Context: an optimization exercise on an open-source flow, tuned for small area and a short achievable clock period. The choices shown serve that exercise and are no tape-out recipe.
The RTL was checked by simulation tests, not by an equivalence proof against the original design.
Power figures rest on the tool's default switching activity, not on a simulated workload.

**flow/run.sh**
```bash
#!/bin/bash
# synth_recipe.tcl (not shown) runs the flow's synth.tcl, then flattens the netlist and writes it again
# the make line also repeats each setting of config.mk as NAME=value (left out here)
make -C /OpenROAD-flow-scripts/flow DESIGN_CONFIG=/design/flow/config.mk WORK_HOME=/design/flow/orfs CLKGATE_MAP_FILE= SYNTH_SCRIPT=/design/flow/synth_recipe.tcl finish
```
**flow/config.mk**
```make
export PLATFORM = sky130hd
export DESIGN_NAME = pipe_trace_buffer
export DESIGN_NICKNAME = pipe_trace_buffer
export VERILOG_FILES = /design/flow/design.v
export SDC_FILE = /design/flow/constraint.sdc
export NUM_CORES = 4
export LEC_CHECK = 0
export CAP_MARGIN = 20
export CORE_MARGIN = 2
export CORE_UTILIZATION = 40
export SLEW_MARGIN = 20
```
**flow/constraint.sdc**
```tcl
create_clock -name core_clock -period 4.6 [get_ports {clk}]
set_input_delay 0.9200 -clock core_clock [delete_from_list [all_inputs] [get_ports {clk}]]
set_output_delay 0.9200 -clock core_clock [all_outputs]
set_load 0.01 [all_outputs]
```
**flow/design.v**
```verilog
package pipe_trace_pkg;
    localparam logic [1:0] ST_IDLE_ENC      = 2'd0;
    localparam logic [1:0] ST_ARMED_ENC     = 2'd1;
    localparam logic [1:0] ST_TRIGGERED_ENC = 2'd2;
    localparam logic [1:0] ST_DONE_ENC      = 2'd3;
    typedef enum logic [1:0] {
        ST_IDLE      = ST_IDLE_ENC,
        ST_ARMED     = ST_ARMED_ENC,
        ST_TRIGGERED = ST_TRIGGERED_ENC,
        ST_DONE      = ST_DONE_ENC
    } pipe_trace_state_e;
endpackage
module trace_ram #(
    parameter int DEPTH = 16,
    parameter int W     = 160,
    parameter int NSEL  = 12
) (
    input  logic              clk,
    input  logic              shift_i,
    input  logic [W-1:0]      wdata_i,
    input  logic [NSEL-1:0]   sel_i,
    output logic [W-1:0]      rdata_o
);
    logic [DEPTH-1:0][W-1:0] rows_q;
    always_ff @(posedge clk) begin
        if (shift_i) begin
            rows_q <= {rows_q[DEPTH-2:0], wdata_i};
        end
    end
    always_comb begin
        rdata_o = '0;
        for (int k = 0; k < NSEL; k++) begin
            rdata_o = rdata_o | ({W{sel_i[k]}} & rows_q[DEPTH-NSEL+k]);
        end
    end
endmodule
module pipe_trace_buffer #(
    parameter int NUM_CH    = 4,
    parameter int CH_W      = 32,
    parameter int PC_W      = 32,
    parameter int DEPTH     = 16,
    parameter int POST_TRIG = 4,
    parameter int TS_W      = 16
) (
    input  logic                       clk,
    input  logic                       rst_n,
    input  logic                       sample_en,
    input  logic [PC_W-1:0]            pc_in,
    input  logic [NUM_CH*CH_W-1:0]     ch_in,
    input  logic                       arm,
    input  logic                       trig_en,
    input  logic [PC_W-1:0]            trig_pc,
    output logic [1:0]                 state,
    output logic                       wrapped,
    output logic [$clog2(DEPTH+1)-1:0] count,
    output logic                       rd_valid,
    input  logic                       rd_ready,
    output logic [PC_W-1:0]            rd_pc,
    output logic [NUM_CH*CH_W-1:0]     rd_data
);
    localparam int CNT_W   = $clog2(DEPTH+1);
    localparam int DATA_W  = NUM_CH*CH_W;
    localparam int ENTRY_W = PC_W + DATA_W;
    localparam int NSEL    = DEPTH - POST_TRIG;
    localparam int POST_W  = (POST_TRIG > 1) ? $clog2(POST_TRIG) : 1;
    if ((DEPTH < 2) || ((DEPTH & (DEPTH - 1)) != 0) || (TS_W < 1)
        || (POST_TRIG < 1) || (POST_TRIG > DEPTH - 1)) begin : g_bad_params
        $error("pipe_trace_buffer: invalid DEPTH/POST_TRIG/TS_W");
    end
    pipe_trace_pkg::pipe_trace_state_e  state_q, state_d;
    logic [CNT_W-1:0]   count_q, count_d;
    logic               wrapped_q, wrapped_d;
    logic [POST_W-1:0]  post_q, post_d;
    logic               rd_valid_q, rd_valid_d;
    logic [NSEL-1:0]    sel_q, sel_d;
    logic               done_q;
    logic               writing;
    logic               shift;
    logic               trig_hit;
    logic [ENTRY_W-1:0] rdata;
    assign done_q   = (state_q == pipe_trace_pkg::ST_DONE);
    assign writing  = sample_en && ((state_q == pipe_trace_pkg::ST_ARMED)
                                 || (state_q == pipe_trace_pkg::ST_TRIGGERED));
    assign trig_hit = trig_en && (pc_in == trig_pc);
    assign shift    = done_q ? (rd_valid_q && rd_ready) : sample_en;
    always_comb begin
        state_d    = state_q;
        count_d    = count_q;
        wrapped_d  = wrapped_q;
        post_d     = post_q;
        rd_valid_d = rd_valid_q;
        if (arm) begin
            state_d    = pipe_trace_pkg::ST_ARMED;
            count_d    = '0;
            wrapped_d  = 1'b0;
            rd_valid_d = 1'b0;
        end else begin
            if (writing) begin
                if (count_q == CNT_W'(DEPTH)) begin
                    wrapped_d = 1'b1;
                end else begin
                    count_d = count_q + CNT_W'(1);
                end
            end
            unique case (state_q)
                pipe_trace_pkg::ST_IDLE: ;
                pipe_trace_pkg::ST_ARMED: begin
                    if (sample_en && trig_hit) begin
                        state_d = pipe_trace_pkg::ST_TRIGGERED;
                        post_d  = POST_W'(POST_TRIG - 1);
                    end
                end
                pipe_trace_pkg::ST_TRIGGERED: begin
                    if (sample_en) begin
                        post_d = post_q - POST_W'(1);
                        if (post_q == '0) begin
                            state_d    = pipe_trace_pkg::ST_DONE;
                            rd_valid_d = 1'b1;
                        end
                    end
                end
                pipe_trace_pkg::ST_DONE: begin
                    if (rd_valid_q && rd_ready) begin
                        count_d    = count_q - CNT_W'(1);
                        rd_valid_d = (count_q != CNT_W'(1));
                    end
                end
                default: ;
            endcase
        end
    end
    always_comb begin
        for (int k = 0; k < NSEL; k++) begin
            if (k == NSEL - 1) begin
                sel_d[k] = (count_q >= CNT_W'(DEPTH - 1));
            end else begin
                sel_d[k] = (count_q == CNT_W'(POST_TRIG + k));
            end
        end
    end
    always_ff @(posedge clk or negedge rst_n) begin
        if (!rst_n) begin
            state_q    <= pipe_trace_pkg::ST_IDLE;
            count_q    <= '0;
            wrapped_q  <= 1'b0;
            post_q     <= '0;
            rd_valid_q <= 1'b0;
        end else begin
            state_q    <= state_d;
            count_q    <= count_d;
            wrapped_q  <= wrapped_d;
            post_q     <= post_d;
            rd_valid_q <= rd_valid_d;
        end
    end
    always_ff @(posedge clk) begin
        if (!done_q) begin
            sel_q <= sel_d;
        end
    end
    trace_ram #(
        .DEPTH (DEPTH),
        .W     (ENTRY_W),
        .NSEL  (NSEL)
    ) u_ram (
        .clk     (clk),
        .shift_i (shift),
        .wdata_i ({pc_in, ch_in}),
        .sel_i   (sel_q),
        .rdata_o (rdata)
    );
    assign state    = state_q;
    assign wrapped  = wrapped_q;
    assign count    = count_q;
    assign rd_valid = rd_valid_q;
    assign rd_pc    = rdata[DATA_W +: PC_W];
    assign rd_data  = rdata[DATA_W-1:0];
endmodule
```
==> results of run 1 <==
[critical path, delay by kind of cell (launching register included)]
family / cells / cell delay (ps)
flip-flops: 1 / 460
AO/OA/AOI/OAI: 2 / 430
AND/OR/NAND/NOR: 1 / 270
buffers and inverters: 3 / 1090
[routing by layer]
metal  routed length (um)  share of wire, %  GRT usage, %
met4                 4910               2.6          5.44
met3                15700               8.2          3.90
met5                   27             0.014             0
met1                82800                43          23.6
met2                89000                46          25.1
[placed cells by master (no fill, tap or decap), types with 36 or more instances in the layout]
cell / n
buf_12: 55
a221oi_1: 481
a22o_1: 481
clkbuf_16: 288
clkbuf_1: 57
edfxtp_1: 2572
nand3_1: 164
clkdlybuf4s50_1: 366
clkinv_1: 63
clkinv_2: 36
buf_4: 37
[worst min path at each step]
| stage | startpoint | end | slack [ps] |
|---|---|---|---|
| after floorplan | u_ram.rows_q[0] | u_ram.rows_q[160] | 400 |
| after global placement | u_ram.rows_q[0] | u_ram.rows_q[160] | 400 |
| after detailed placement | u_ram.rows_q[26] | u_ram.rows_q[186] | 400 |
| after CTS | rst_n | wrapped_q | 280 |
| after global routing | rst_n | wrapped_q | 320 |
| final | rst_n | wrapped_q | 350 |
[cells by family (layout without fill, tap and decap cells)]
group	after synthesis	count (layout)
other	0	3
and+or+nand+nor	217	217
AOI/OAI and AO/OA	981	981
adders and majority gates	11	11
buffers and inverters	227	945
muxes	2	2
DFF	2583	2583
xor gates and xnor gates	34	34
[registers in the layout, indices dropped and copies added (netlist names)]
register and cells:
rd_valid_q 1, post_q 2, wrapped_q 1, u_ram.rows_q 2560, state_q 2, sel_q 12
count_q 5
[power by group through the flow]
stage	clock network [mW]	logic, mW	registers [mW]
detailed placement	0	19.6	38.7
global route	22.4	20.7	39.1
floorplan	0	8.22	33.8
CTS	21.5	19.7	38.4
global placement	0	19.5	38.5
finish	21.0	19.4	38.4
[final cells by class]
class / instances / area, um^2 / share of cell area, %
inverters: 9 / 46.3 / 0.0441
repair buffers: 458 / 5040 / 4.81
well taps: 2958 / 3700 / 3.53
flip-flops and latches: 2583 / 77500 / 73.9
clock inverters: 133 / 1010 / 0.967
clock buffers: 345 / 7420 / 7.08
multi-input cells: 1245 / 10100 / 9.65
diodes: 3 / 7.51 / 0.00716
==> flow_summary.toml, run 1 <==
[pwr]
leakage_nw = 34.5
power_frac_seq_pct = 48.7
peakVddDrop_mv = 1.05
intPower_mw = 55.1
p_comb_share_pct = 24.6
total_power_mw = 78.8
power_switching_mw = 23.7
p_clk_share_pct = 26.6
p_per_area_nw_per_um2 = 751
p_sw_share_pct = 30.1

[cells_and_area]
postLayoutCoreUtil_pct = 47.7
drive_gt1_share_pct = 9.60
final_cells = 7734
fin_area_um2 = 105000
syn_to_final_growth_pct = 18.5
fillers = 17857
fin_nets = 4788

[clocking]
cts-buffers-inserted = 282
post_cts_resized = 0
cts_buffer_depth = 4
cts_setup_buffers = 0
cts_tree = "built"
ctsHoldBuffers = 0
cts_sinks = 2583
clk_pin_slew_ps = 60
cts_max_level = 5
clk_latency_ps = 920
root_buffer = "clkbuf_16"

[place]
io_buffers = 366
gp_congestion = 0.751
dp_hpwl_um = 100000
pre_cts_ws_ps = 1170
place_area_um2 = 96400
dp_cells = 7253

[critical_path]
reg2reg_to = "u_ram.rows_q[1200]"
slowest_delay_ps = 560
critPathMaxFanout = 57
crit_arrival_ps = 3340
cp_slowest_cell = "clkdlybuf4s50_1"
crit_path_cell_trace = "buf_12, buf_4, a22o_1, a221oi_1, nand3_1, clkdlybuf4s50_1"
critPathKind = "reg2out"
timing.rr.start = "state_q[0]"
critPathLaunchType = "flop"
rr_worst_depth = 6
crit_start = "sel_q[10]"
worst_ep_required_time_ps = 3680
worst_setup_path_end_kind = "output pin"
reg2reg_slack_ps = 1960
endpoint = "rd_data[55]"

[synthesis]
async_reset_ff_share_pct = 0.426
yosys-top-cells-area = "edfxtp_1 87%, a221oi_1 4.8%, a22o_1 4.8%"
synthFlopType = "edfxtp_1"
synthXorXnorAreaFrac_pct = 0.337
syn_nets = 4264
synth_most_common_cell = "edfxtp_1"
yosysTopAreaCell = "edfxtp_1"
synth-compound-area-share_pct = 9.69
synth.area.mux_share_pct = 0.0226
synth.distinct_cells = 37
ys_ff_latch = 2583
synth_top_family_by_area = "compound AO/OA/AOI/OAI gates"
ys_warn_count = 2
synth_cells = 4055
yosysSeqAreaShare_pct = 87.6
syn_area_per_cell_um2 = 21.8
synth_top_area_share_pct = 87.3
synth_edf_count = 2572
ys_top_cells_by_count = "2,572 x edfxtp_1, 481 x a221oi_1, 481 x a22o_1"
synthSimpleGateAreaFrac_pct = 1.22
synthAdderAreaFrac_pct = 0.156
synth_area_um2 = 88500

[grt]
grt.total_usage_pct = 16.6
antenna_found_initial = 5
grt_pass1_vias = 43598
grt_remaining_overflow = 0
grt_first_pass_wirelength_um = 282000
grt_max_degree = 165

[die]
core_area_um2 = 220000
fp.dieArea_um2 = 225000
rows = 172
initial_core_util_pct = 40.3
io_pins = 367
dieHeight_um = 474
die_w_um = 474

[sta]
worstMarginPinSlew_ps = 940
min_period_ps = 4260
holdWs_ps = 354
post-route-period-util_pct = 92.5
finalWorstSetupSlack_ps = 343
maxSlewHeadroom_pct = 37.3
drv_slew = 0
grt_setup_unrepaired = "no"
clock.fmax_mhz = 235
setup_viol = 0
hold_viol_final = 0
finalSetupTns_ps = 0
skew_ps = 74.9

[flow_run]
drv_cap = 0

[min_path]
hold_path.class = "in2async"

[route]
drt_iter0_markers = 5294
via_per_inst = 5.65
drcViolationCount = 0
ant_nets = 0
vias = 43665
drt_wl_total_um = 192000
firstDrtPassIters = 5
wire_per_inst_um = 24.9

[run_status]
outcome = "finished clean"
==> run 2: changes to the inputs <==
--- a/flow/design.v
+++ b/flow/design.v
@@ -13,5 +13,6 @@
 module trace_ram #(
-    parameter int DEPTH = 16,
-    parameter int W     = 160,
-    parameter int NSEL  = 12
+    parameter int DEPTH  = 16,
+    parameter int W      = 160,
+    parameter int NSEL   = 12,
+    parameter int SEL_LO = 3
 ) (
@@ -24,2 +25,9 @@
     logic [DEPTH-1:0][W-1:0] rows_q;
+    logic [W-1:0]            out_q, out_d;
+    always_comb begin
+        out_d = '0;
+        for (int k = 0; k < NSEL; k++) begin
+            out_d = out_d | ({W{sel_i[k]}} & rows_q[SEL_LO+k]);
+        end
+    end
     always_ff @(posedge clk) begin
@@ -27,10 +35,6 @@
             rows_q <= {rows_q[DEPTH-2:0], wdata_i};
+            out_q  <= out_d;
         end
     end
-    always_comb begin
-        rdata_o = '0;
-        for (int k = 0; k < NSEL; k++) begin
-            rdata_o = rdata_o | ({W{sel_i[k]}} & rows_q[DEPTH-NSEL+k]);
-        end
-    end
+    assign rdata_o = out_q;
 endmodule
@@ -64,2 +68,3 @@
     localparam int NSEL    = DEPTH - POST_TRIG;
+    localparam int SEL_LO  = POST_TRIG - 1;
     localparam int POST_W  = (POST_TRIG > 1) ? $clog2(POST_TRIG) : 1;
@@ -134,5 +139,5 @@
             if (k == NSEL - 1) begin
-                sel_d[k] = (count_q >= CNT_W'(DEPTH - 1));
+                sel_d[k] = (count_d >= CNT_W'(DEPTH - 1));
             end else begin
-                sel_d[k] = (count_q == CNT_W'(POST_TRIG + k));
+                sel_d[k] = (count_d == CNT_W'(SEL_LO + 1 + k));
             end
@@ -156,3 +161,3 @@
     always_ff @(posedge clk) begin
-        if (!done_q) begin
+        if (state_d != pipe_trace_pkg::ST_DONE) begin
             sel_q <= sel_d;
@@ -163,3 +168,4 @@
         .W     (ENTRY_W),
-        .NSEL  (NSEL)
+        .NSEL  (NSEL),
+        .SEL_LO(SEL_LO)
     ) u_ram (
--- a/flow/config.mk
+++ b/flow/config.mk
@@ -10,2 +10,3 @@
 export CORE_UTILIZATION = 40
+export SETUP_SLACK_MARGIN = 2.0
 export SLEW_MARGIN = 20
==> run 2 against run 1 <==
  * Combinational power shrank 36%
  * Largest power group unchanged
  * Clock skew shrank 2.8 ps
  * Register-to-register slack gained 120 ps
  * Highest routed layer is now met4
  * Still clean on timing, DRC and antenna
  * First-iteration DRC count shrank 13%
==> flow_summary.toml, run 2 <==
[cells_and_area]
final_cells = 7755
final_common_cell = "edfxtp_1"
fillers = 18037
fin_nets = 4814
top_register = "u_ram.rows_q"
final_cell_mix = "2,572 x edfxtp_1, 480 x a22o_1, 480 x a221oi_1, 293 x clkbuf_16, 189 x clkdlybuf4s50_1"
largest_register_ff_count = 2400
drive_gt1_share_pct = 12.1
diodes = 0
top_regs = "u_ram.rows_q x2400, u_ram.out_q x160, sel_q x12"
syn_to_final_growth_pct = 18.8

[route]
wire_per_inst_um = 25.5
ant_nets = 0
drt_iter0_markers = 4585
vias = 43939
via_per_inst = 5.67
firstDrtPassIters = 5
drcViolationCount = 0
drt_wl_total_um = 198000

[synthesis]
syn_area_per_cell_um2 = 21.8
synth_edf_count = 2572
syn_nets = 4274
ys_top_cells_by_count = "2,572 x edfxtp_1, 480 x a221oi_1, 480 x a22o_1"
ys_warn_count = 2
yosys-top-cells-area = "edfxtp_1 87%, a221oi_1 4.7%, a22o_1 4.7%"
synth_cells = 4066
synthFlopType = "edfxtp_1"
yosysTopAreaCell = "edfxtp_1"
synth_top_area_share_pct = 87.2
ys_ff_latch = 2583
synth_area_um2 = 88500
synth_most_common_cell = "edfxtp_1"
async_reset_ff_share_pct = 0.426
yosysSeqAreaShare_pct = 87.5
synth.distinct_cells = 43

[pwr]
p_clk_share_pct = 29.6
leakage_nw = 35.2
p_per_area_nw_per_um2 = 698
power_frac_seq_pct = 53.5
p_sw_share_pct = 27.8
power_switching_mw = 20.4
peakVddDrop_mv = 0.418
intPower_mw = 53.0
p_comb_share_pct = 16.9

[place]
io_buffers = 366
pre_cts_ws_ps = 288
dp_cells = 7261
gp_congestion = 0.780
dp_hpwl_um = 100000

[clocking]
clk_pin_slew_ps = 60
root_buffer = "clkbuf_16"
cts_buffer_depth = 4
cts_max_level = 5
ctsHoldBuffers = 0
cts_sinks = 2583
clk_latency_ps = 940
cts_tree = "built"
cts-buffers-inserted = 283

[sta]
skew_ps = 72.1
setup_viol = 0
finalSetupTns_ps = 0
min_period_ps = 2620
maxSlewHeadroom_pct = 35.6
worstMarginPinSlew_ps = 966
holdWs_ps = 304
post-route-period-util_pct = 56.9
finalWorstSetupSlack_ps = 1980
hold_viol_final = 0
clock.fmax_mhz = 382
grt_setup_unrepaired = "yes"
drv_slew = 0

[critical_path]
worst_ep_required_time_ps = 5240
critPathKind = "in2reg"
critPathMaxFanout = 6
worst_setup_path_end_kind = "flop"
crit_arrival_ps = 3260
critPathLaunchType = "input pin"

[die]
dieHeight_um = 475
core_area_um2 = 220000
fp.dieArea_um2 = 225000
io_pins = 367
rows = 172
initial_core_util_pct = 40.3
die_w_um = 475

[min_path]
hold_path.class = "in2reg"

[run_status]
outcome = "finished clean"

[grt]
grt_pass1_vias = 43687
antenna_found_initial = 9
grt.total_usage_pct = 17.0
grt_first_pass_wirelength_um = 288000
grt_max_degree = 169
grt_remaining_overflow = 0

[flow_run]
drv_cap = 0
## run 2: cell count changes after synthesis, moves of 3 or more
cell,before,now
a21oi_1,1,7
buf_1,25,18
xnor2_1,14,6
xor2_1,20,29
clkbuf_1,192,199
o21ai_0,2,7
nor2b_1,0,3
## run 2: layout make-up
cell class,count,area [um^2],share of cell area (%)
Clock buffer,346,7500,7.13
Clock inverter,130,1240,1.18
Inverter,7,38.8,0.0369
Multi-Input combinational cell,1257,10300,9.79
Sequential cell,2583,77500,73.7
Tap cell,2958,3700,3.52
Timing Repair Buffer,474,4880,4.64
## run 2: final timing paths
kind / from / cells after the start / slack, ps / to
setup / recovery: trig_pc[27] / 9 / 1980 / sel_q[10]
hold / removal: pc_in[1] / 1 / 300 / u_ram.rows_q[129]
setup reg to reg: state_q[0] / 6 / 2080 / u_ram.rows_q[891]
hold reg to reg: u_ram.rows_q[228] / 0 / 380 / u_ram.rows_q[388]
max in group asynchronous: rst_n / 1 / 3830 / count_q[2]
min in group asynchronous: rst_n / 1 / 360 / state_q[1]
## run 2: cells by family (layout without fill, tap and decap cells)
| logic type | after synthesis | in the layout | synth area share, % |
|---|---|---|---|
| muxes | 1 | 1 | 0.0127 |
| buffers and inverters | 226 | 957 | 0.961 |
| and+or+nand+nor | 223 | 223 | 1.30 |
| xor gates and xnor gates | 35 | 35 | 0.346 |
| AOI/OAI and AO/OA | 988 | 988 | 9.71 |
| DFF | 2583 | 2583 | 87.5 |
| adders and majority gates | 10 | 10 | 0.141 |
## run 2: power by group through the flow
stage | combinational, mW | clock [mW] | sequential (mW)
after floorplan | 5.85 | 0 | 35.7
after global placement | 12.8 | 0 | 39.5
after detailed placement | 12.8 | 0 | 39.7
after CTS | 12.6 | 22.3 | 39.3
after global routing | 13.4 | 23.2 | 40.0
final | 12.4 | 21.7 | 39.3
## run 2: stage by stage
step | utilization, % | cell area (um^2) | power (mW)
global placement | 43.8 | 96300 | 52.3
detailed placement | 43.8 | 96400 | 52.5
global route | 47.8 | 105000 | 76.5
finish | 47.8 | 105000 | 73.4
CTS | 47.8 | 105000 | 74.2
floorplan | - | 88600 | 41.5
## run 2: critical path: stages
cell and delay [ps]:
dlygate4sd2_1 260, xor2_2 190, nor4_4 480, buf_4 230
nand4_1 220, o41ai_4 420, nor3_1 90, o21ai_1 220
buf_4 210
## run 2: repair_timing
action | in CTS | in global routing
resized for setup | 444 | 16
endpoints found under the setup margin | 945 | 413
pin swaps | 4 | 7
cloned | 4 | 2
buffers inserted | 10 | 2
## run 2: per-layer routing
| layer | GRT usage, % | vias to the layer above | wire length, um |
|---|---|---|---|
| met3 | 3.31 | 327 | 14000 |
| li1 | - | 18622 | - |
| met4 | 5.34 | 0 | 4730 |
| met5 | 0 | - | 0 |
| met2 | 27.0 | 1905 | 94700 |
| met1 | 23.9 | 23085 | 84600 |
==> run 3: changes to the inputs <==
--- a/flow/config.mk
+++ b/flow/config.mk
@@ -10,3 +10,2 @@
 export CORE_UTILIZATION = 40
-export SETUP_SLACK_MARGIN = 2.0
 export SLEW_MARGIN = 20
==> run 3 against run 2 <==
  * Still clean on timing, DRC and antenna
  * Largest cell class unchanged
  * Final cell count decreased by 0.22%
  * Fmax decreased by 23%
  * Critical endpoint unchanged
  * Worst setup slack got worse by 770 ps
  * Sequential power about the same
  * Via count decreased by 0.33%
  * Clock power about the same
  * Sequential share of layout area about the same
  * Register-to-register slack got worse by 240 ps
  * First-iteration DRC count increased by 5.4%
  * Utilization about the same
  * Design area about the same
  * Synthesized cell count unchanged
==> flow_summary.toml, run 3 <==
[place]
gp_congestion = 0.780
dp_hpwl_um = 100000
place_area_um2 = 96400
io_buffers = 366

[pwr]
power_frac_seq_pct = 53.3
intPower_mw = 53.4
power_switching_mw = 20.4
p_comb_share_pct = 17.3
p_per_area_nw_per_um2 = 702
total_power_mw = 73.8
peakVddDrop_mv = 0.417
p_sw_share_pct = 27.6
p_clk_share_pct = 29.4
leakage_nw = 34.8

[sta]
min_period_ps = 3390
holdWs_ps = 352
skew_ps = 75.0
clock.fmax_mhz = 295
drv_slew = 0
post-route-period-util_pct = 73.7
maxSlewHeadroom_pct = 32.9
worstMarginPinSlew_ps = 1010
grt_setup_unrepaired = "no"
hold_viol_final = 0
setup_viol = 0

[synthesis]
yosys-top-cells-area = "edfxtp_1 87%, a221oi_1 4.7%, a22o_1 4.7%"
ys_ff_latch = 2583
ys_warn_count = 2
async_reset_ff_share_pct = 0.426
synth_cells = 4066
synth_most_common_cell = "edfxtp_1"
synth_top_area_share_pct = 87.2
synthFlopType = "edfxtp_1"
yosysSeqAreaShare_pct = 87.5
synth_edf_count = 2572
syn_area_per_cell_um2 = 21.8
syn_nets = 4274
synth_area_um2 = 88500
ys_top_cells_by_count = "2,572 x edfxtp_1, 480 x a221oi_1, 480 x a22o_1"
yosysTopAreaCell = "edfxtp_1"
synth.distinct_cells = 43

[route]
drcViolationCount = 0
via_per_inst = 5.66
vias = 43795
drt_iter0_markers = 4831
wire_per_inst_um = 25.5
drt_wl_total_um = 197000
firstDrtPassIters = 6
ant_nets = 0

[clocking]
post_cts_resized = 0
cts_sinks = 2583
cts_buffer_depth = 4
root_buffer = "clkbuf_16"
clk_latency_ps = 950
clk_pin_slew_ps = 60
ctsHoldBuffers = 0
cts-buffers-inserted = 283
cts_setup_buffers = 0
cts_tree = "built"
cts_max_level = 5

[grt]
grt_use_met3_pct = 3.30
antenna_found_initial = 6
grt_remaining_overflow = 0
grt.busiest_layer = "met2"
grt_use_met2_pct = 26.9
globalRouteMet1Util_pct = 23.8
grt_first_pass_wirelength_um = 287000
grt.total_usage_pct = 17.0
grt_max_degree = 169
grt_pass1_vias = 43547

[cells_and_area]
largest_register_ff_count = 2400
drive_gt1_share_pct = 9.86
top_regs = "u_ram.rows_q x2400, u_ram.out_q x160, sel_q x12"
final_common_cell = "edfxtp_1"
fin_area_um2 = 105000
top_register = "u_ram.rows_q"
postLayoutCoreUtil_pct = 47.8
final_cell_mix = "2,572 x edfxtp_1, 480 x a22o_1, 480 x a221oi_1, 366 x clkdlybuf4s50_1, 291 x clkbuf_16"
syn_to_final_growth_pct = 18.7
fin_nets = 4796

[critical_path]
rr_worst_depth = 6
crit_family = "simple AND/OR/NAND/NOR gates"
worst_setup_path_end_kind = "flop"
worst_ep_required_time_ps = 5230
cp_slowest_cell = "o41ai_1"
reg2reg_slack_ps = 1840
crit_path_cell_trace = "clkdlybuf4s50_1, xor2_1, nor4_2, buf_4, nand4_1, o41ai_1, nor3_1, o21ai_0, buf_4"
critPathMaxFanout = 12
crit_top_cell = "buf_4"
critPathKind = "in2reg"
crit_arrival_ps = 4020
timing.rr.start = "state_q[0]"
critPathLaunchType = "input pin"
reg2reg_to = "u_ram.rows_q[1378]"
slowest_delay_ps = 800
crit_buf_inv = 3
worst-path-stages = 9

[die]
rows = 172
initial_core_util_pct = 40.3
core_area_um2 = 220000
dieHeight_um = 475
fp.dieArea_um2 = 225000
die_w_um = 475
io_pins = 367

[min_path]
hold_path.class = "in2async"

[run_status]
outcome = "finished clean"

[flow_run]
drv_cap = 0
-- run 3: cells by family (layout without fill, tap and decap cells) --
logic type | Yosys count | count (layout) | share of synthesized area, %
mux | 1 | 1 | 0.0127
flops | 2583 | 2583 | 87.5
fa+ha+maj | 10 | 10 | 0.141
compound gates | 988 | 988 | 9.71
xor+xnor | 35 | 35 | 0.346
other cells | 0 | 1 | 0
buf+inv | 226 | 939 | 0.961
simple gates | 223 | 223 | 1.30
-- run 3: through the flow --
step	std cells	worst slack, ps	TNS [ps]
after floorplan	4066	-38040	-
after global placement	7261	-217	-2600
after detailed placement	7261	288	0
after CTS	7737	1290	0
after global routing	7737	1180	0
final	7738	1210	0
-- run 3: how the worst max path moves through the flow --
| stage | startpoint | to | slack, ps |
|---|---|---|---|
| floorplan | sample_en | u_ram.out_q[0] | -38040 |
| global placement | pc_in[1] | sel_q[10] | -220 |
| detailed placement | trig_pc[1] | sel_q[9] | 290 |
| CTS | pc_in[1] | sel_q[10] | 1290 |
| global route | pc_in[1] | sel_q[10] | 1180 |
| finish | pc_in[1] | sel_q[10] | 1210 |
-- run 3: layout make-up --
class,count,area [um^2]
Timing Repair Buffer,456,4900
Tap cell,2958,3700
Sequential cell,2583,77500
Antenna cell,1,2.50
Multi-Input combinational cell,1257,10200
Clock inverter,130,1240
Clock buffer,346,7500
Inverter,7,38.8
Fill cell,18025,115000
-- run 3: power by group through the flow --
stage | registers [mW] | clock network (mW) | logic [mW]
floorplan | 35.7 | 0 | 5.85
global placement | 39.5 | 0 | 12.8
detailed placement | 39.7 | 0 | 12.8
CTS | 39.4 | 22.3 | 12.9
global route | 40.0 | 23.1 | 13.7
finish | 39.4 | 21.7 | 12.7
-- run 3: worst register-to-register path: stages, from the launching register on --
cell and delay, ps:
dfrtp_1 430, ha_1 380, nand3_2 250, o21ai_4 160, buf_12 260, buf_12 350
buf_12 480
-- run 3: layer usage --
| layer | up-vias | wire length [um] |
|---|---|---|
| met2 | 1881 | 94100 |
| met4 | 0 | 4740 |
| met5 | - | 0 |
| met1 | 22990 | 84600 |
| li1 | 18585 | - |
| met3 | 339 | 13600 |
==> run 4: changes to the inputs <==
--- a/flow/design.v
+++ b/flow/design.v
@@ -81,2 +81,3 @@
     logic               done_q;
+    logic               last_w;
     logic               writing;
@@ -160,4 +161,5 @@
     end
+    assign last_w = (state_q == pipe_trace_pkg::ST_TRIGGERED) && (post_q == '0) && sample_en;
     always_ff @(posedge clk) begin
-        if (state_d != pipe_trace_pkg::ST_DONE) begin
+        if (!done_q && !last_w) begin
             sel_q <= sel_d;
--- a/flow/config.mk
+++ b/flow/config.mk
@@ -10,2 +10,5 @@
 export CORE_UTILIZATION = 40
+export CTS_CLUSTER_DIAMETER = 100
+export CTS_CLUSTER_SIZE = 30
+export SETUP_SLACK_MARGIN = 2.5
 export SLEW_MARGIN = 20
==> run 4 against run 3 <==
  * Worst setup slack better by 900 ps
  * Hold slack better by 53 ps
  * Non-clock buffer count is 516 higher
  * Clock skew is 41 ps lower
  * Design area is 4.2% higher
  * Fmax is 36% higher
  * Critical path type is now reg2reg
  * Clock-buffer cell count is 231 lower
  * Routed wire length rose by 16%
  * Total power shrank 2.5%
  * Register-to-register slack improved by 270 ps
  * Synthesized cell count barely moved
  * Combinational power up 65%
==> flow_summary.toml, run 4 <==
[die]
io_pins = 367
dieHeight_um = 475
rows = 172
fp.dieArea_um2 = 225000
core_area_um2 = 220000
initial_core_util_pct = 40.3
die_w_um = 475

[route]
vias = 46102
drt_iter0_markers = 5948
wire_per_inst_um = 28.8
top_layer = "met5"
ant_nets = 0
wl_met2_um = 109000
met1Wirelength_um = 94500
wl_met3_um = 17700
via_per_inst = 5.83
drcViolationCount = 0
firstDrtPassIters = 6
drt_wl_total_um = 228000

[critical_path]
crit_arrival_ps = 3150
critPathKind = "reg2reg"
endpoint = "sel_q[3]"
worst_ep_required_time_ps = 5260
crit_start = "state_q[1]"
reg2reg_slack_ps = 2110
critPathLaunchType = "flop"
timing.rr.start = "state_q[1]"
critPathMaxFanout = 6
worst_setup_path_end_kind = "flop"
reg2reg_to = "sel_q[3]"
rr_worst_depth = 10

[synthesis]
async_reset_ff_share_pct = 0.426
ys_ff_latch = 2583
yosys-top-cells-area = "edfxtp_1 87%, a221oi_1 4.7%, a22o_1 4.7%"
synth-compound-area-share_pct = 9.71
synthSimpleGateAreaFrac_pct = 1.34
synth_top_family_by_area = "compound AO/OA/AOI/OAI gates"
synth_most_common_cell = "edfxtp_1"
syn_area_per_cell_um2 = 21.8
yosysSeqAreaShare_pct = 87.5
synth_area_um2 = 88600
yosysTopAreaCell = "edfxtp_1"
ys_top_cells_by_count = "2,572 x edfxtp_1, 480 x a221oi_1, 480 x a22o_1"
ys_warn_count = 2
syn_nets = 4272
synth_top_area_share_pct = 87.2
synthXorXnorAreaFrac_pct = 0.316
synth.distinct_cells = 47
synth_edf_count = 2572
synthFlopType = "edfxtp_1"
synth.area.mux_share_pct = 0.0113
synthAdderAreaFrac_pct = 0.127
synth_cells = 4065

[sta]
min_period_ps = 2490
clock.fmax_mhz = 402
holdWs_ps = 405
post-route-period-util_pct = 54.1
setup_viol = 0
skew_ps = 33.6
worstMarginPinSlew_ps = 1060
grt_setup_unrepaired = "yes"
finalSetupTns_ps = 0
drv_slew = 0
hold_viol_final = 0
maxSlewHeadroom_pct = 29.6

[place]
dp_cells = 7250
dp_hpwl_um = 100000
gp_congestion = 0.790
io_buffers = 366
place_area_um2 = 96200

[cells_and_area]
top_regs = "u_ram.rows_q x2400, u_ram.out_q x160, sel_q x12"
fin_nets = 5127
syn_to_final_growth_pct = 23.7
multi_input_area_um2 = 10500
final_common_cell = "edfxtp_1"
top_register = "u_ram.rows_q"
seqCellArea_um2 = 77500
largest_register_ff_count = 2400
drive_gt1_share_pct = 19.4
fin_area_um2 = 110000
fillers = 17559
final_cells = 7913
final_cell_mix = "2,572 x edfxtp_1, 480 x a22o_1, 480 x a221oi_1, 279 x clkbuf_16, 196 x clkdlybuf4s50_1"

[pwr]
p_per_area_nw_per_um2 = 657
peakVddDrop_mv = 0.624
leakage_nw = 36.8

[clocking]
cts_sinks = 2583
cts_max_level = 3
ctsHoldBuffers = 0
clk_latency_ps = 800
clk_pin_slew_ps = 120
root_buffer = "clkbuf_16"
cts_buffer_depth = 3
cts-buffers-inserted = 102
cts_tree = "built"

[grt]
grt_first_pass_wirelength_um = 289000
grt_pass1_vias = 42895
grt.total_usage_pct = 17.1
antenna_found_initial = 10
grt_remaining_overflow = 0
grt_max_degree = 120

[min_path]
hold_path.class = "reg2reg"

[run_status]
outcome = "finished clean"

[flow_run]
drv_cap = 0
## run 4: changes by cell type after synthesis, sizes merged, moves of 3 or more
cell,delta
xor2,-27
xnor2,+24
nor2,-10
clkbuf,+6
nor3,+5
buf,-4
nand3,+4
nand4,+3
## run 4: how the worst min path moves through the flow
stage                       from                 to  cells after the start
6_report       u_ram.rows_q[213]  u_ram.rows_q[373]                      0
5_1_grt          u_ram.rows_q[9]  u_ram.rows_q[169]                      0
4_1_cts                    rst_n          wrapped_q                      1
3_5_place_dp    u_ram.rows_q[10]  u_ram.rows_q[170]                      0
3_3_place_gp    u_ram.rows_q[52]  u_ram.rows_q[212]                      0
2_1_floorplan    u_ram.rows_q[0]  u_ram.rows_q[160]                      0
## run 4: report_power, final
group          total (mW)  switching [mW]  internal, mW
logic                21.0            11.8          9.18
registers            39.5            3.71          35.8
clock network        11.4            7.07          4.36
## run 4: critical path: stages, from the launching register on
cell and delay, ps:
dfrtp_1 440, buf_6 140, buf_6 110, ha_4 190, and3_4 210, buf_6 130, buf_4 130, o31ai_1 140
a31oi_1 240, or3_4 470, nor3_4 170
## run 4: kinds of logic (layout without fill, tap and decap cells)
group / Yosys count / count (layout)
flip-flops: 2583 / 2583
AO/OA/AOI/OAI: 987 / 987
buffers and inverters: 228 / 1115
AND/OR/NAND/NOR: 225 / 225
XOR/XNOR: 32 / 32
adder cells (fa/ha/maj): 9 / 9
multiplexers: 1 / 1
other: 0 / 3
## run 4: area by class of cell
| cell class | instances | share of cell area [%] |
|---|---|---|
| Antenna cell | 3 | 0.00685 |
| Clock buffer | 115 | 2.45 |
| Clock inverter | 21 | 0.294 |
| Inverter | 7 | 0.0331 |
| Multi-Input combinational cell | 1254 | 9.58 |
| Sequential cell | 2583 | 70.8 |
| Tap cell | 2958 | 3.38 |
| Timing Repair Buffer | 972 | 13.5 |
## run 4: metal layers
layer	track usage, %	vias to the layer above
met1	24.0	24316
met5	0	-
met4	5.25	2
met2	27.3	2289
li1	-	19177
met3	3.06	318
## run 4: what timing repair did
item	CTS	global route
endpoints found under the setup margin	2842	2307
endpoints found under the hold margin	0	0
buffers inserted	79	110
gates resized for setup	932	325
cloned	49	286
pin swaps	23	26
## run 4: metrics by stage
step	utilization, %	total power, mW	setup slack [ps]
6_report	49.8	71.9	2110
5_1_grt	49.8	74.8	2040
2_1_floorplan	-	43.0	-38180
3_5_place_dp	43.7	55.6	1190
3_3_place_gp	43.7	55.4	1220
4_1_cts	46.1	68.0	2080
==> run 5: changes to the inputs <==
--- a/flow/config.mk
+++ b/flow/config.mk
@@ -10,4 +10,2 @@
 export CORE_UTILIZATION = 40
-export CTS_CLUSTER_DIAMETER = 100
-export CTS_CLUSTER_SIZE = 30
 export SETUP_SLACK_MARGIN = 2.5
==> run 5 against run 4 <==
  * Still clean
  * Critical path type is now reg2out
  * Die area did not move
  * Utilization rose by 3.2 points
  * Clock skew rose by 19 ps
==> flow_summary.toml, run 5 <==
[grt]
grt_first_pass_wirelength_um = 297000
grt_pass1_vias = 44786
grt_remaining_overflow = 0
antenna_found_initial = 7
grt.total_usage_pct = 17.6
grt_max_degree = 120

[synthesis]
synth_edf_count = 2572
syn_nets = 4272
yosysSeqAreaShare_pct = 87.5
synth_most_common_cell = "edfxtp_1"
synth_top_area_share_pct = 87.2
ys_ff_latch = 2583
synth.distinct_cells = 47
synth_area_um2 = 88600
yosysTopAreaCell = "edfxtp_1"
yosys-top-cells-area = "edfxtp_1 87%, a221oi_1 4.7%, a22o_1 4.7%"
ys_top_cells_by_count = "2,572 x edfxtp_1, 480 x a221oi_1, 480 x a22o_1"
syn_area_per_cell_um2 = 21.8
ys_warn_count = 2
synthFlopType = "edfxtp_1"
synth_cells = 4065
async_reset_ff_share_pct = 0.426

[sta]
clock.fmax_mhz = 398
finalSetupTns_ps = 0
post-route-period-util_pct = 54.6
setup_viol = 0
finalWorstSetupSlack_ps = 2090
maxSlewHeadroom_pct = 27.3
skew_ps = 52.3
min_period_ps = 2510
grt_setup_unrepaired = "yes"
worstMarginPinSlew_ps = 1090
drv_slew = 0
hold_viol_final = 0

[place]
io_buffers = 366
dp_hpwl_um = 100000
gp_congestion = 0.790
pre_cts_ws_ps = 1190

[cells_and_area]
fillers = 16832
syn_to_final_growth_pct = 31.6
top_register = "u_ram.rows_q"
final_cell_mix = "2,572 x edfxtp_1, 506 x clkbuf_16, 480 x a22o_1, 479 x a221oi_1, 196 x clkdlybuf4s50_1"
fin_nets = 5380
top_regs = "u_ram.rows_q x2400, u_ram.out_q x160, sel_q x12"
drive_gt1_share_pct = 23.8
largest_register_ff_count = 2400
postLayoutCoreUtil_pct = 53.0
final_common_cell = "edfxtp_1"

[critical_path]
crit_start = "u_ram.out_q[5]"
worst_setup_path_end_kind = "output pin"
crit_family = "flip-flops"
crit_arrival_ps = 1590
reg2reg_slack_ps = 2090
rr_worst_depth = 12
cp_slowest_cell = "edfxtp_1"
slowest_delay_ps = 490
reg2reg_to = "u_ram.rows_q[222]"
critPathKind = "reg2out"
timing.rr.start = "state_q[0]"
crit_buf_inv = 1
endpoint = "rd_data[5]"
critPathMaxFanout = 1
worst-path-stages = 1
crit_path_cell_trace = "buf_2"
critPathLaunchType = "flop"
worst_ep_required_time_ps = 3680

[clocking]
cts-buffers-inserted = 284
cts_max_level = 5
cts_buffer_depth = 4
ctsHoldBuffers = 0
root_buffer = "clkbuf_16"
cts_sinks = 2583
clk_latency_ps = 920
clk_pin_slew_ps = 60
cts_tree = "built"

[pwr]
leakage_nw = 40.3
peakVddDrop_mv = 0.652
p_per_area_nw_per_um2 = 712

[die]
io_pins = 367
die_w_um = 475
rows = 172
fp.dieArea_um2 = 225000
dieHeight_um = 475
core_area_um2 = 220000
initial_core_util_pct = 40.3

[min_path]
hold_path.class = "in2async"

[route]
drt_iter0_markers = 5826
drcViolationCount = 0
wire_per_inst_um = 28.1
drt_wl_total_um = 234000
via_per_inst = 5.76
firstDrtPassIters = 8
ant_nets = 0
vias = 48034

[run_status]
outcome = "finished clean"

[flow_run]
drv_cap = 0
-- run 5: worst min-delay path by stage --
stage	from	end	slack, ps	cells past startpoint
floorplan	u_ram.rows_q[0]	u_ram.rows_q[160]	400	0
global placement	u_ram.rows_q[52]	u_ram.rows_q[212]	400	0
detailed placement	u_ram.rows_q[10]	u_ram.rows_q[170]	400	0
CTS	rst_n	rd_valid_q	340	1
global route	rst_n	rd_valid_q	390	1
finish	rst_n	rd_valid_q	400	1
-- run 5: area by class of cell --
class                           count  area [um^2]  area share, %
Antenna cell                        3         7.51        0.00644
Multi-Input combinational cell   1254        10500           9.03
Clock inverter                    145         1320           1.13
Timing Repair Buffer             1043        15900           13.7
Sequential cell                  2583        77500           66.5
Clock buffer                      345         7530           6.46
Tap cell                         2958         3700           3.18
Inverter                            7         31.3         0.0268
-- run 5: logic make-up after synthesis --
kind of cell	after synthesis	share of synthesized area, %
compound gates	987	9.71
xor+xnor	32	0.316
fa+ha+maj	9	0.127
buf+inv	228	0.992
flops	2583	87.5
mux	1	0.0113
simple gates	225	1.34
-- run 5: report_power, final --
part           leakage, nW  internal (mW)  switching, mW
Sequential            25.0           35.9           3.76
Combinational         11.0           9.49           11.8
Clock                 4.32           13.0           9.07
-- run 5: stage by stage --
| stage | cells | power, mW | area, um^2 | hold WS, ps |
|---|---|---|---|---|
| 2_1_floorplan | 4065 | 43.0 | 88600 | 400 |
| 4_1_cts | 7840 | 78.5 | 107000 | 344 |
| 6_report | 8338 | 83.0 | 117000 | 397 |
| 5_1_grt | 8338 | 86.0 | 117000 | 393 |
| 3_3_place_gp | 7250 | 55.4 | 96200 | 400 |
| 3_5_place_dp | 7250 | 55.6 | 96200 | 405 |
-- run 5: layer usage --
| layer | track usage, % | up-vias | wire [um] |
|---|---|---|---|
| met2 | 27.4 | 2528 | 112000 |
| met4 | 6.56 | 0 | 7330 |
| met5 | 0 | - | 0 |
| met3 | 3.90 | 463 | 18900 |
| met1 | 24.3 | 25124 | 96400 |
| li1 | - | 19919 | - |
-- run 5: timing repair --
| action | in CTS | in global routing |
|---|---|---|
| hold endpoints to repair | 0 | 0 |
| gates resized for setup | 896 | 395 |
| buffers inserted | 67 | 148 |
| endpoints found under the setup margin | 2829 | 2685 |
| gates cloned | 33 | 347 |
| pin swaps | 22 | 27 |
==> run 6: changes to the inputs <==
--- a/flow/design.v
+++ b/flow/design.v
@@ -79,3 +79,3 @@
     logic               rd_valid_q, rd_valid_d;
-    logic [NSEL-1:0]    sel_q, sel_d;
+    logic [NSEL-1:0]    sel_q, sel_d, sel_same, sel_inc;
     logic               done_q;
@@ -140,6 +140,15 @@
             if (k == NSEL - 1) begin
-                sel_d[k] = (count_d >= CNT_W'(DEPTH - 1));
+                sel_same[k] = (count_q >= CNT_W'(DEPTH - 1));
+                sel_inc[k]  = (count_q >= CNT_W'(DEPTH - 2));
             end else begin
-                sel_d[k] = (count_d == CNT_W'(SEL_LO + 1 + k));
+                sel_same[k] = (count_q == CNT_W'(SEL_LO + 1 + k));
+                sel_inc[k]  = (count_q == CNT_W'(SEL_LO + k));
             end
+        end
+        if (arm) begin
+            sel_d = '0;
+        end else if (writing) begin
+            sel_d = sel_inc;
+        end else begin
+            sel_d = sel_same;
         end
--- a/flow/config.mk
+++ b/flow/config.mk
@@ -9,4 +9,6 @@
 export CORE_MARGIN = 2
-export CORE_UTILIZATION = 40
-export SETUP_SLACK_MARGIN = 2.5
+export CORE_UTILIZATION = 60
+export CTS_CLUSTER_DIAMETER = 100
+export CTS_CLUSTER_SIZE = 30
+export SETUP_SLACK_MARGIN = 2.1
 export SLEW_MARGIN = 20
==> run 6 against run 5 <==
  * Die area shrank 33%
  * Still clean on timing, DRC and antenna
  * Critical endpoint is now u_ram.rows_q[2131]
  * Clock-buffer cell count is 237 lower
  * Sequential power down 2%
  * Fmax down 0.89%
  * Synthesized cell count is 0.49% higher
==> flow_summary.toml, run 6 <==
[cells_and_area]
final_common_cell = "edfxtp_1"
final_cells = 6429
largest_register_ff_count = 2400
final_cell_mix = "2,572 x edfxtp_1, 482 x a221oi_1, 480 x a22o_1, 188 x clkdlybuf4s50_1, 167 x nand3_1"
syn_to_final_growth_pct = 11.1
fillers = 9608
top_regs = "u_ram.rows_q x2400, u_ram.out_q x160, sel_q x12"
drive_gt1_share_pct = 6.34
fin_nets = 4691
top_register = "u_ram.rows_q"

[critical_path]
critPathMaxFanout = 80
critPathKind = "reg2reg"
reg2reg_to = "u_ram.rows_q[2131]"
crit_start = "state_q[0]"
worst_setup_path_end_kind = "flop"
crit_arrival_ps = 2930
worst_ep_required_time_ps = 5000
timing.rr.start = "state_q[0]"
reg2reg_slack_ps = 2070
rr_worst_depth = 6
critPathLaunchType = "flop"

[synthesis]
yosysTopAreaCell = "edfxtp_1"
synth_edf_count = 2572
synth_area_um2 = 88600
ys_ff_latch = 2583
yosysSeqAreaShare_pct = 87.5
syn_nets = 4294
synth.distinct_cells = 36
syn_area_per_cell_um2 = 21.7
ys_top_cells_by_count = "2,572 x edfxtp_1, 482 x a221oi_1, 480 x a22o_1"
synth_top_area_share_pct = 87.1
synth_cells = 4085
yosys-top-cells-area = "edfxtp_1 87%, a221oi_1 4.8%, a22o_1 4.7%"
ys_warn_count = 2
synthFlopType = "edfxtp_1"
async_reset_ff_share_pct = 0.426
synth_most_common_cell = "edfxtp_1"

[sta]
holdWs_ps = 412
min_period_ps = 2530
hold_viol_final = 0
skew_ps = 28.7
setup_viol = 0
drv_slew = 0
worstMarginPinSlew_ps = 1000
grt_setup_unrepaired = "yes"
clock.fmax_mhz = 395
finalSetupTns_ps = 0
maxSlewHeadroom_pct = 33.2
post-route-period-util_pct = 55.1

[pwr]
leakage_nw = 32.4
peakVddDrop_mv = 0.581
p_per_area_nw_per_um2 = 645

[die]
initial_core_util_pct = 60.2
io_pins = 367
core_area_um2 = 147000
fp.dieArea_um2 = 151000
rows = 141
dieHeight_um = 388
die_w_um = 388

[route]
drt_iter0_markers = 4993
vias = 42812
drcViolationCount = 0
wire_per_inst_um = 28.5
ant_nets = 0
firstDrtPassIters = 6
drt_wl_total_um = 183000
via_per_inst = 6.66

[grt]
grt_remaining_overflow = 0
grt_pass1_vias = 40778
grt.total_usage_pct = 23.6
grt_first_pass_wirelength_um = 267000
antenna_found_initial = 5
grt_max_degree = 136

[min_path]
hold_path.class = "in2reg"
hold_start = "pc_in[30]"
min_path_cells = 1
hold_end = "u_ram.rows_q[158]"

[place]
dp_hpwl_um = 99500
io_buffers = 366
dp_cells = 6274
gp_congestion = 0.788

[clocking]
ctsHoldBuffers = 0
clk_pin_slew_ps = 110
cts_max_level = 3
cts_buffer_depth = 3
cts_sinks = 2583
clk_latency_ps = 730
cts_tree = "built"
root_buffer = "clkbuf_16"
cts-buffers-inserted = 96

[flow_run]
drv_cap = 0

[run_status]
outcome = "finished clean"
run 6: changes by cell type in the layout (fill, tap and decap cells not counted), sizes merged, moves of 21 or more:
cell and delta:
buf -479, clkbuf -438, dlygate4sd2 +144, clkinv -104, bufinv -24, clkdlybuf4s15 +21
run 6: cell type report:
class / instances / area [um^2] / area share, %
flip-flops and latches: 2583 / 77500 / 78.7
multi-input cells: 1269 / 10300 / 10.4
repair buffers: 522 / 5630 / 5.71
clock buffers: 108 / 2510 / 2.55
well taps: 1930 / 2410 / 2.45
clock inverters: 5 / 60.1 / 0.0610
inverters: 10 / 40.0 / 0.0407
diodes: 2 / 5.00 / 0.00508
run 6: kinds of logic (layout without fill, tap and decap cells):
family	after synthesis	after routing	share of synthesized area, %
buffers and inverters	233	645	1.00
flip-flops	2583	2583	87.5
adder cells (fa/ha/maj)	11	11	0.155
AO/OA/AOI/OAI	984	984	9.69
XOR/XNOR	34	34	0.336
AND/OR/NAND/NOR	238	238	1.34
multiplexers	2	2	0.0226
other	0	2	0
run 6: worst max path at each step:
stage                                     to  slack (ps)  depth (start not counted)
after global placement             post_q[0]         930                          9
after CTS                           count[2]        1940                          1
final                     u_ram.rows_q[2131]        2070                          6
after global routing       u_ram.rows_q[529]        2000                          6
after floorplan               u_ram.out_q[0]      -38190                          3
after detailed placement           post_q[0]         930                          9
run 6: power by group:
| part | total, mW | internal, mW | switching (mW) |
|---|---|---|---|
| clock network | 10.4 | 3.93 | 6.48 |
| registers | 38.7 | 35.3 | 3.41 |
| logic | 14.4 | 5.36 | 9.08 |
| total | 63.5 | 44.6 | 19.0 |
run 6: per-stage QoR:
stage	power [mW]	util, %	setup WS, ps	cell area, um^2
floorplan	42.2	-	-38190	88600
global placement	53.6	64.8	929	95400
detailed placement	53.8	64.9	930	95400
CTS	63.8	66.7	1940	98100
global route	66.3	66.9	2000	98400
finish	63.5	66.9	2070	98400
run 6: critical path, cell delays in order, from the launching register on:
cell,delay (ps)
dfrtp_1,420
ha_2,300
nand3_1,260
o21ai_4,210
buf_12,230
buf_16,300
buf_16,350
run 6: layer usage:
metal  vias to the layer above  GRT usage [%]  wire length [um]
met5                         -              0                21
met2                      1903           35.7             84500
met4                         4           5.21              3730
met3                       200           3.83             14200
li1                      18165              -                 -
met1                     22540           36.9             80900
run 6: timing repair:
action                                   CTS  global route
gates resized for setup                  231            25
setup buffers                             18            13
endpoints found under the setup margin  1666          1016
pin swaps                                  8             7
gates cloned                               1             8
==> run 7: changes to the inputs <==
--- a/flow/config.mk
+++ b/flow/config.mk
@@ -9,6 +9,6 @@
 export CORE_MARGIN = 2
-export CORE_UTILIZATION = 60
+export CORE_UTILIZATION = 40
 export CTS_CLUSTER_DIAMETER = 100
 export CTS_CLUSTER_SIZE = 30
-export SETUP_SLACK_MARGIN = 2.1
+export SETUP_SLACK_MARGIN = 2.2
 export SLEW_MARGIN = 20
==> run 7 against run 6 <==
  * Routed wire length rose by 4.9%
  * Register-to-register slack improved by 130 ps
  * Largest cell class unchanged
  * Combinational power barely moved
  * Still clean
  * First-iteration DRC count increased by 7.6%
  * Worst setup slack better by 90 ps
  * Fmax rose by 3.7%
  * Critical path type is now reg2out
  * Design area rose by 1.1%
  * Sequential power hardly changed
==> flow_summary.toml, run 7 <==
[grt]
grt_remaining_overflow = 0
antenna_found_initial = 6
grt_max_degree = 175
grt.total_usage_pct = 16.4
grt_pass1_vias = 41736
grt_first_pass_wirelength_um = 279000

[sta]
clock.fmax_mhz = 409
finalSetupTns_ps = 0
finalWorstSetupSlack_ps = 2160
maxSlewHeadroom_pct = 46.7
hold_viol_final = 0
skew_ps = 50.5
post-route-period-util_pct = 53.1
worstMarginPinSlew_ps = 799
grt_setup_unrepaired = "yes"
setup_viol = 0
min_period_ps = 2440
drv_slew = 0

[min_path]
hold_path.class = "reg2reg"

[critical_path]
crit_path_cell_trace = "buf_2"
crit_family = "flip-flops"
worst_ep_required_time_ps = 3680
critPathLaunchType = "flop"
crit_arrival_ps = 1520
worst_setup_path_end_kind = "output pin"
cp_slowest_cell = "edfxtp_1"
critPathKind = "reg2out"
crit_buf_inv = 1
critPathMaxFanout = 1
slowest_delay_ps = 510

[place]
dp_hpwl_um = 99600
pre_cts_ws_ps = 1180
io_buffers = 366
gp_congestion = 0.785
dp_cells = 7276

[pwr]
peakVddDrop_mv = 0.656
p_per_area_nw_per_um2 = 646
leakage_nw = 32.2

[route]
met1Wirelength_um = 83300
firstDrtPassIters = 5
drcViolationCount = 0
drt_iter0_markers = 5371
wl_met2_um = 92000
ant_nets = 0
wire_per_inst_um = 25.9
wl_met3_um = 13800
via_per_inst = 5.74
vias = 42752
top_layer = "met5"
drt_wl_total_um = 192000

[synthesis]
ys_top_cells_by_count = "2,572 x edfxtp_1, 482 x a221oi_1, 480 x a22o_1"
synth_area_um2 = 88600
syn_area_per_cell_um2 = 21.7
synth_most_common_cell = "edfxtp_1"
synth_cells = 4085
synthAdderAreaFrac_pct = 0.155
synthFlopType = "edfxtp_1"
yosysSeqAreaShare_pct = 87.5
yosysTopAreaCell = "edfxtp_1"
synth.distinct_cells = 36
synth_top_family_by_area = "compound AO/OA/AOI/OAI gates"
synth.area.mux_share_pct = 0.0226
synth_top_area_share_pct = 87.1
yosys-top-cells-area = "edfxtp_1 87%, a221oi_1 4.8%, a22o_1 4.7%"
ys_ff_latch = 2583
syn_nets = 4294
synth-compound-area-share_pct = 9.69
synthSimpleGateAreaFrac_pct = 1.34
synthXorXnorAreaFrac_pct = 0.336
async_reset_ff_share_pct = 0.426
synth_edf_count = 2572
ys_warn_count = 2

[clocking]
cts_sinks = 2583
cts_buffer_depth = 3
cts_tree = "built"
clk_latency_ps = 810
cts-buffers-inserted = 102
clk_pin_slew_ps = 110
cts_max_level = 3
root_buffer = "clkbuf_16"

[die]
io_pins = 367
dieHeight_um = 475
rows = 172
die_w_um = 475
fp.dieArea_um2 = 225000
core_area_um2 = 220000
initial_core_util_pct = 40.3

[cells_and_area]
largest_register_ff_count = 2400
final_common_cell = "edfxtp_1"
final_cells = 7443
fin_nets = 4667
final_cell_mix = "2,572 x edfxtp_1, 482 x a221oi_1, 480 x a22o_1, 196 x clkdlybuf4s50_1, 166 x nand3_1"
top_register = "u_ram.rows_q"
syn_to_final_growth_pct = 12.3
top_regs = "u_ram.rows_q x2400, u_ram.out_q x160, sel_q x12"
postLayoutCoreUtil_pct = 45.2
drive_gt1_share_pct = 9.81

[flow_run]
drv_cap = 0

[run_status]
outcome = "finished clean"
==> run 7: cell counts after synthesis <==
Identical to the previous run, type by type.
==> run 7: per-stage QoR <==
step	power [mW]	hold slack (ps)	instance area, um^2
2_1_floorplan	42.2	400	88600
3_3_place_gp	53.6	400	96400
3_5_place_dp	53.8	405	96400
4_1_cts	64.7	378	99200
5_1_grt	67.2	403	99500
6_report	64.3	383	99500
==> run 7: layer usage <==
| layer | track usage (%) | up-vias |
|---|---|---|
| met5 | 0 | - |
| met4 | 3.30 | 4 |
| met3 | 2.91 | 185 |
| met2 | 26.4 | 1801 |
| met1 | 23.6 | 22640 |
| li1 | - | 18122 |
==> run 7: final cells by class <==
| class | count | area (um^2) |
|---|---|---|
| antenna | 1 | 2.50 |
| clock buffer | 107 | 2610 |
| timing repair buffer | 492 | 4980 |
| tap | 2958 | 3700 |
| fill | 18606 | 120000 |
| sequential | 2583 | 77500 |
| inverter | 10 | 42.5 |
| multi-input combinational | 1269 | 10300 |
| clock inverter | 23 | 365 |
==> run 7: final timing paths <==
check / start / endpoint / slack, ps / depth (start not counted)
min in group asynchronous: rst_n / state_q[1] / 470 / 1
max in group asynchronous: rst_n / count_q[1] / 3740 / 1
setup / recovery: u_ram.out_q[34] / rd_data[34] / 2160 / 1
hold reg to reg: u_ram.rows_q[385] / u_ram.rows_q[545] / 380 / 0
hold / removal: u_ram.rows_q[385] / u_ram.rows_q[545] / 380 / 0
setup reg to reg: state_q[1] / post_q[0] / 2200 / 9
==> run 7: kinds of logic (layout without fill, tap and decap cells) <==
group,count (synthesis),count (layout)
AO/OA/AOI/OAI,984,984
XOR/XNOR,34,34
adder cells (fa/ha/maj),11,11
buffers and inverters,233,632
flip-flops,2583,2583
multiplexers,2,2
other,0,1
AND/OR/NAND/NOR,238,238
==> run 7: repair_timing <==
| item | CTS | global route |
|---|---|---|
| hold buffers | 0 | 0 |
| pin swaps | 0 | 2 |
| setup buffers | 18 | 5 |
| gates resized for setup | 729 | 49 |
| setup endpoints to repair | 2132 | 986 |
| cloned | 8 | 5 |
==> run 7: where the power goes <==
group	internal [mW]	leakage [nW]	total, mW	switching, mW
Combinational	5.19	5.73	14.3	9.13
Clock	4.24	1.43	11.2	6.98
Sequential	35.3	25.1	38.8	3.46
Total	44.7	32.2	64.3	19.6
==> run 8: changes to the inputs <==
--- a/flow/config.mk
+++ b/flow/config.mk
@@ -12,3 +12,3 @@
 export CTS_CLUSTER_SIZE = 30
-export SETUP_SLACK_MARGIN = 2.2
+export SETUP_SLACK_MARGIN = 2.1
 export SLEW_MARGIN = 20
==> run 8 against run 7 <==
  * Sequential share of layout area is 0.13 points lower
  * Global-route usage about the same
  * Largest power group unchanged
  * Largest cell class unchanged
  * Critical path type is now reg2reg
  * Clock-buffer cell count unchanged
  * Die area did not move
  * Area after synthesis did not move
  * Flip-flop and latch count unchanged
  * Synthesized cell count unchanged
==> flow_summary.toml, run 8 <==
[sta]
worstMarginPinSlew_ps = 1040
min_period_ps = 2480
setup_viol = 0
post-route-period-util_pct = 53.8
finalSetupTns_ps = 0
finalWorstSetupSlack_ps = 2120
drv_slew = 0
grt_setup_unrepaired = "yes"
holdWs_ps = 386
skew_ps = 50.5
maxSlewHeadroom_pct = 30.7
clock.fmax_mhz = 404
hold_viol_final = 0

[grt]
antenna_found_initial = 7
grt_max_degree = 175
grt_first_pass_wirelength_um = 279000
grt_remaining_overflow = 0
grt.total_usage_pct = 16.4
grt_pass1_vias = 41716

[route]
via_per_inst = 5.73
firstDrtPassIters = 8
drcViolationCount = 0
drt_wl_total_um = 192000
drt_iter0_markers = 5334
vias = 42579
ant_nets = 0
wire_per_inst_um = 25.8

[die]
rows = 172
io_pins = 367
core_area_um2 = 220000
fp.dieArea_um2 = 225000
dieHeight_um = 475
initial_core_util_pct = 40.3
die_w_um = 475

[place]
pre_cts_ws_ps = 1180
io_buffers = 366
dp_hpwl_um = 99600
place_area_um2 = 96400
dp_cells = 7276
gp_congestion = 0.785

[clocking]
cts_buffer_depth = 3
cts_max_level = 3
clk_pin_slew_ps = 120
clk_latency_ps = 820
ctsHoldBuffers = 0
root_buffer = "clkbuf_16"
cts_tree = "built"
cts_sinks = 2583
cts-buffers-inserted = 102

[cells_and_area]
top_regs = "u_ram.rows_q x2400, u_ram.out_q x160, sel_q x12"
syn_to_final_growth_pct = 12.5
final_common_cell = "edfxtp_1"
top_register = "u_ram.rows_q"
fin_area_um2 = 99700
final_cells = 7435
final_cell_mix = "2,572 x edfxtp_1, 482 x a221oi_1, 480 x a22o_1, 196 x clkdlybuf4s50_1, 166 x nand3_1"
largest_register_ff_count = 2400
fillers = 18596
postLayoutCoreUtil_pct = 45.3
drive_gt1_share_pct = 7.62
fin_nets = 4659

[flow_run]
drv_cap = 0

[min_path]
hold_path.class = "reg2reg"

[synthesis]
ys_warn_count = 2
async_reset_ff_share_pct = 0.426
yosysTopAreaCell = "edfxtp_1"
synth_area_um2 = 88600
synth_edf_count = 2572
synth.distinct_cells = 36
synth_most_common_cell = "edfxtp_1"
synthFlopType = "edfxtp_1"
syn_nets = 4294
synth_top_area_share_pct = 87.1
yosys-top-cells-area = "edfxtp_1 87%, a221oi_1 4.8%, a22o_1 4.7%"
ys_ff_latch = 2583
syn_area_per_cell_um2 = 21.7
yosysSeqAreaShare_pct = 87.5
ys_top_cells_by_count = "2,572 x edfxtp_1, 482 x a221oi_1, 480 x a22o_1"
synth_cells = 4085

[pwr]
p_per_area_nw_per_um2 = 645
leakage_nw = 32.2
peakVddDrop_mv = 0.650
total_power_mw = 64.3

[critical_path]
critPathKind = "reg2reg"
worst_setup_path_end_kind = "flop"
critPathLaunchType = "flop"
worst_ep_required_time_ps = 5270
critPathMaxFanout = 3
crit_arrival_ps = 3150

[run_status]
outcome = "finished clean"
-- run 8: cell families (layout without fill, tap and decap cells) --
| group | Yosys count | after routing | synth area share [%] |
|---|---|---|---|
| other cells | 0 | 1 | 0 |
| compound gates | 984 | 984 | 9.69 |
| mux | 2 | 2 | 0.0226 |
| flops | 2583 | 2583 | 87.5 |
| fa+ha+maj | 11 | 11 | 0.155 |
| simple gates | 238 | 238 | 1.34 |
| xor+xnor | 34 | 34 | 0.336 |
| buf+inv | 233 | 624 | 1.00 |
-- run 8: worst paths after layout --
check / start / end / slack, ps / depth (start not counted)
setup / recovery: state_q[0] / post_q[0] / 2120 / 10
hold / removal: u_ram.rows_q[237] / u_ram.rows_q[397] / 390 / 0
setup reg to reg: state_q[0] / post_q[0] / 2120 / 10
hold reg to reg: u_ram.rows_q[237] / u_ram.rows_q[397] / 390 / 0
max in group asynchronous: rst_n / count_q[1] / 3750 / 1
min in group asynchronous: rst_n / rd_valid_q / 460 / 1
-- run 8: timing repair --
item                       4_1_cts  5_1_grt
pin swaps                        0        2
setup endpoints to repair     1877     1168
setup buffers                    9        8
gates cloned                     6        5
resized for setup              446       35
hold endpoints to repair         0        0
-- run 8: cell type report --
type	count	area [um^2]	area share (%)
Timing Repair Buffer	484	5150	5.17
Tap cell	2958	3700	3.71
Inverter	10	40.0	0.0402
Sequential cell	2583	77500	77.8
Multi-Input combinational cell	1269	10300	10.3
Clock inverter	23	365	0.367
Antenna cell	1	2.50	0.00251
Clock buffer	107	2610	2.62
-- run 8: per-layer routing --
layer / wire length [um] / global-route usage (%) / up-vias
li1: - / - / 18104
met1: 83300 / 23.6 / 22590
met2: 92300 / 26.4 / 1691
met3: 13200 / 2.95 / 190
met4: 3300 / 3.30 / 4
met5: 21 / 0 / -
-- run 8: report_power, final --
| part | internal [mW] | leakage, nW | switching [mW] |
|---|---|---|---|
| registers | 35.3 | 25.1 | 3.46 |
| logic | 5.18 | 5.69 | 9.10 |
| clock network | 4.24 | 1.43 | 6.99 |
| total | 44.7 | 32.2 | 19.6 |
-- run 8: worst max-delay path, stage by stage (launching register included) --
cell     delay [ps]
dfrtp_1         370
buf_4           130
buf_4           120
inv_2            50
ha_4            260
and2_4          150
nand3_2          60
or4_4           450
o41ai_4         450
mux2i_1         240
a31oi_1          60

## static timing again, ports no longer ideal
The results above use ideal ports. As a check the final layouts listed here were re-extracted and re-timed, cells and wires unchanged. Step 1, drivers: a clkbuf_16 drives clk and a buf_2 each remaining input, both assumed. Step 2, shift: input delay + t, output delay - t, t = (earliest + latest rising clock arrival at the registers) / 2. This alone moves slack from input paths to output paths. Three values: ideal ports, drivers, drivers and shift; two values: the first two.
run | t, ns | setup WS [ns] | hold slack, ns | latest minus earliest clock arrival (ns) | worst register clock-pin slew, ns
run 1 | 0.966 | 0.343 / 0.259 / 1.117 | 0.354 / 0.294 / 0.391 | 0.076 / 0.076 | 0.07 / 0.07
run 2 | 0.986 | 1.984 / 1.974 / 1.054 | 0.304 / 0.251 / 0.380 | 0.083 / 0.082 | 0.07 / 0.07
run 3 | 0.988 | 1.211 / 1.271 / 0.282 | 0.352 / 0.310 / 0.378 | 0.083 / 0.083 | 0.07 / 0.07
run 4 | 0.872 | 2.110 / 2.078 / 1.468 | 0.405 / 0.405 / 0.405 | 0.045 / 0.044 | 0.12 / 0.12
run 5 | 0.976 | 2.089 / 2.007 / 1.388 | 0.397 / 0.342 / 0.397 | 0.060 / 0.060 | 0.07 / 0.07
run 6 | 0.802 | 2.067 / 2.067 / 1.327 | 0.412 / 0.364 / 0.422 | 0.037 / 0.038 | 0.12 / 0.12
run 7 | 0.871 | 2.157 / 2.077 / 1.345 | 0.383 / 0.383 / 0.383 | 0.058 / 0.058 | 0.11 / 0.11
run 8 | 0.875 | 2.124 / 2.071 / 1.350 | 0.386 / 0.386 / 0.386 | 0.059 / 0.059 | 0.12 / 0.12
After both steps setup and hold are still met in every run listed. The setup slack of run 2, which loses most, moves by -0.010 ns with the drivers and by -0.930 ns with both steps.
